This design comes from an exercise in tuning for small area and a short achievable clock period on the open sky130 flow, not from production work.
Power and IR drop assume default switching activity.

==> flow/design.v (excerpt) <==
module mecobo_core
(
  input  logic                        sys_clk,
  input  logic                        global_clock_reset,
  input  logic                        host_cs,
  input  logic                        host_wr,
  input  logic [7:0]                  host_addr,
  input  logic [15:0]                 host_wdata,
  output logic [15:0]                 host_rdata,
  output logic [8-1:0] pins
);
  logic [52:0] cmd_in;
  logic        cmd_push;
  logic        cmd_full;
  logic        cmd_empty;
  logic [7:0]  bus_hit;
  logic        bus_period;
  logic        bus_duty;
  logic        bus_mode;
  logic        bus_sample;
  logic [2:0]  bus_pin;
  logic [15:0] bus_value;
  logic        bus_value_z;
  logic [15:0] value_p1;
  logic [15:0] per1_d;
  logic [15:0] duty_d;
  logic        value_nz;
  logic [11:0] stamp;
  logic [15:0] cnt1_n [8];
  logic [2:0]  head_pin;
  logic [15:0] cnt1_hd;
  logic        lt_set;
  logic [15:0] sample;
  logic        sample_valid;
  logic        sample_pop;
  logic        sample_overflow;
  host_bus i_host_bus (
    .sys_clk            (sys_clk),
    .global_clock_reset (global_clock_reset),
    .host_cs            (host_cs),
    .host_wr            (host_wr),
    .host_addr          (host_addr),
    .host_wdata         (host_wdata),
    .host_rdata         (host_rdata),
    .cmd_push           (cmd_push),
    .cmd                (cmd_in),
    .cmd_full           (cmd_full),
    .cmd_empty          (cmd_empty),
    .sample_valid       (sample_valid),
    .sample             (sample),
    .sample_overflow    (sample_overflow),
    .sample_pop         (sample_pop)
  );
  scheduler i_scheduler (
    .sys_clk            (sys_clk),
    .global_clock_reset (global_clock_reset),
  ...
make LEC_CHECK=0 CAP_MARGIN=20 CORE_MARGIN=2 CORE_UTILIZATION=55 CTS_BUF_LIST=sky130_fd_sc_hd__clkbuf_16 CTS_CLUSTER_DIAMETER=60 CTS_CLUSTER_SIZE=30 PLACE_DENSITY=0.7 SETUP_SLACK_MARGIN=3.4 SLEW_MARGIN=20 finish   # period 6.0 ns
run.sh (not shown) runs the stock make flow with config.mk's settings and CLKGATE_MAP_FILE= SYNTH_SCRIPT=/design/flow/synth_recipe.tcl, a recipe that flattens the netlist after the stock synthesis.
==> next run, changes <==
--- a/flow/design.v
+++ b/flow/design.v
@@ -177,19 +177,22 @@
   output logic [7:0]  bus_hit,       
   output logic        bus_period,
   output logic        bus_duty,
   output logic        bus_mode,
   output logic        bus_sample,
   output logic [2:0]  bus_pin,
   output logic [15:0] bus_value,
   output logic [2:0]  head_pin,
   output logic        bus_value_z,   
-  output logic [11:0] stamp          
+  output logic [11:0] stamp,         
+  input  logic [15:0] cnt1_hd,
+  input  logic        step_hd,
+  output logic        bus_lt
 );
   localparam int MD = 14;
   logic [52:0]   mem [MD];
   logic [52:0]   head0;
   logic [52:0]   head1;
   logic [52:0]   mem_rd;
   logic [MD-1:0] rd_oh;
   logic [MD-1:0] wr_oh;
   logic [4:0]    count;
@@ -295,73 +298,73 @@
     end
   end
   always_ff @(posedge sys_clk) begin
     bus_period <= h_pd && !head0[19];
     bus_duty   <= h_pd && head0[19];
     bus_mode   <= !h_pd;
     bus_pin    <= head0[18:16];
     bus_value  <= head0[15:0];
     bus_value_z <= (head0[15:0] == 16'd0);
+    bus_lt     <= (head0[15:0] != 16'd0) &&
+                  (step_hd ? (cnt1_hd < head0[15:0] - 16'd1) : (head0[15:1] != 15'd0));
   end
 endmodule
 `timescale 1ns/1ns
 module pin_control
 (
   input  logic        sys_clk,
   input  logic        global_clock_reset,
   input  logic        hit,
   input  logic        bus_period,
   input  logic        bus_duty,
   input  logic        bus_mode,
   input  logic [15:0] bus_value,
   input  logic [15:0] per1_d,        
   input  logic [15:0] duty_d,        
   input  logic        value_nz,      
   input  logic        lt_set,        
-  output logic [15:0] cnt1_n,        
+  output logic [15:0] cnt1,
+  output logic        step,
   output logic        pin
 );
   logic        is_high;
   logic        is_pwm;
   logic [15:0] per1;
   logic [15:0] duty;
   logic        set_mode;
   logic        set_period;
   logic        set_duty;
   logic        high_n;
   logic        pwm_n;
-  logic        step;
-  logic [15:0] cnt1;
   logic        lt_n;
   logic        nz_n;
   assign set_period = hit && bus_period;
   assign set_duty   = hit && bus_duty;
   assign set_mode   = hit && bus_mode;
   assign high_n = set_mode ? (bus_value[1:0] == 2'd1) : is_high;
   assign pwm_n  = set_mode ? (bus_value[1:0] == 2'd2) : is_pwm;
   assign step   = is_pwm && (cnt1 != per1) && !set_period;
   assign lt_n   = set_duty ? lt_set : (pin && (cnt1 != duty));
   assign nz_n   = set_duty ? value_nz : (duty != 16'd0);
   always_ff @(posedge sys_clk) begin
     if (global_clock_reset || set_period) per1 <= per1_d;
     if (global_clock_reset || set_duty) duty <= duty_d;
   end
-  assign cnt1_n = step ? cnt1 + 16'd1 : 16'd1;
   always_ff @(posedge sys_clk) begin
     if (global_clock_reset) begin
       is_high <= 1'b0;
       is_pwm  <= 1'b0;
       cnt1    <= 16'd1;
       pin     <= 1'b0;
     end else begin
       is_high <= high_n;
       is_pwm  <= pwm_n;
-      cnt1 <= cnt1_n;
+      cnt1 <= step ? cnt1 + 16'd1 : 16'd1;
       pin  <= high_n || (pwm_n && (step ? lt_n : nz_n));
     end
   end
 endmodule
 `timescale 1ns/1ns
 module sample_collector
 (
   input  logic                         sys_clk,
   input  logic                         global_clock_reset,
@@ -419,21 +422,23 @@
   logic        bus_sample;
   logic [2:0]  bus_pin;
   logic [15:0] bus_value;
   logic        bus_value_z;
   logic [15:0] value_p1;
   logic [15:0] per1_d;
   logic [15:0] duty_d;
   logic        value_nz;
   logic [11:0] stamp;
-  logic [15:0] cnt1_n [8];
+  logic [15:0] cnt1 [8];
+  logic [8-1:0] step;
   logic [2:0]  head_pin;
   logic [15:0] cnt1_hd;
+  logic        step_hd;
   logic        lt_set;
   logic [15:0] sample;
   logic        sample_valid;
   logic        sample_pop;
   logic        sample_overflow;
   host_bus i_host_bus (
     .sys_clk            (sys_clk),
     .global_clock_reset (global_clock_reset),
     .host_cs            (host_cs),
@@ -460,42 +465,44 @@
     .bus_hit            (bus_hit),
     .bus_period         (bus_period),
     .bus_duty           (bus_duty),
     .bus_mode           (bus_mode),
     .bus_sample         (bus_sample),
     .bus_pin            (bus_pin),
     .bus_value          (bus_value),
     .bus_value_z        (bus_value_z),
     .stamp              (stamp),
-    .head_pin           (head_pin)
+    .head_pin           (head_pin),
+    .cnt1_hd            (cnt1_hd),
+    .step_hd            (step_hd),
+    .bus_lt             (lt_set)
   );
   assign value_nz = !bus_value_z;
   assign value_p1 = {bus_value[15:1], bus_value[0] || !value_nz};
   assign per1_d   = global_clock_reset ? 16'd1 : value_p1;
   assign duty_d   = global_clock_reset ? 16'd0 : bus_value;
-  always_ff @(posedge sys_clk) begin
-    cnt1_hd <= cnt1_n[head_pin];
-  end
-  assign lt_set = (cnt1_hd < bus_value);
+  assign cnt1_hd = cnt1[head_pin];
+  assign step_hd = step[head_pin];
   for (genvar i = 0; i < 8; i++) begin : g_pin
     pin_control i_pin_control (
       .sys_clk            (sys_clk),
       .global_clock_reset (global_clock_reset),
       .hit                (bus_hit[i]),
       .bus_period         (bus_period),
       .bus_duty           (bus_duty),
       .bus_mode           (bus_mode),
       .bus_value          (bus_value),
       .per1_d             (per1_d),
       .duty_d             (duty_d),
       .value_nz           (value_nz),
       .lt_set             (lt_set),
-      .cnt1_n             (cnt1_n[i]),
+      .cnt1               (cnt1[i]),
+      .step               (step[i]),
       .pin                (pins[i])
     );
   end
   sample_collector i_sample_collector (
     .sys_clk            (sys_clk),
     .global_clock_reset (global_clock_reset),
     .bus_sample         (bus_sample),
     .bus_pin            (bus_pin),
     .pins               (pins),
The changed run passed the timing, design-rule and antenna checks. Cell area stays flat. Wire length climbs slightly. Register-to-register slack gets worse by 0.26 ns. Non-clock buffer count rose by 3. Critical path depth grows by 9. Total power went down slightly. Synthesized cell count came out higher slightly. Via count hardly moves. Sequential power hardly moves. Global-route usage rises by 0.31 points. Utilization goes down by 0.30 points. Clock-buffer cell count shrinks by 6. Die area rises slightly.
No run of this note included a check of the RTL's function; only the layout flow was run.

## port drivers added, routing unchanged
Ports are ideal in the flow. The routed layouts listed here were re-timed in OpenROAD.
Step 1 (the two cells are an assumption about what drives the block):
set clk [get_ports {sys_clk}]
set_driving_cell -lib_cell sky130_fd_sc_hd__clkbuf_16 $clk
set_driving_cell -lib_cell sky130_fd_sc_hd__buf_2 [delete_from_list [all_inputs] $clk]
Step 2 also shifts input and output timing later by t, the mid clock arrival at the registers, as if the neighbouring blocks saw the same clock.
a / b / c = ideal ports / drivers / drivers and shift; a / b = the first two.
run | t, ns | slack for setup (ns) | worst setup path after step 2
the first run | 0.811 | 3.292 / 3.325 / 2.513 | input to register
the second run | 0.830 | 3.065 / 3.065 / 2.612 | input to register
After both steps every run listed still meets setup and hold. For the first run, which loses most, drivers alone change the setup slack by +0.033 ns; drivers and shift together by -0.779 ns.
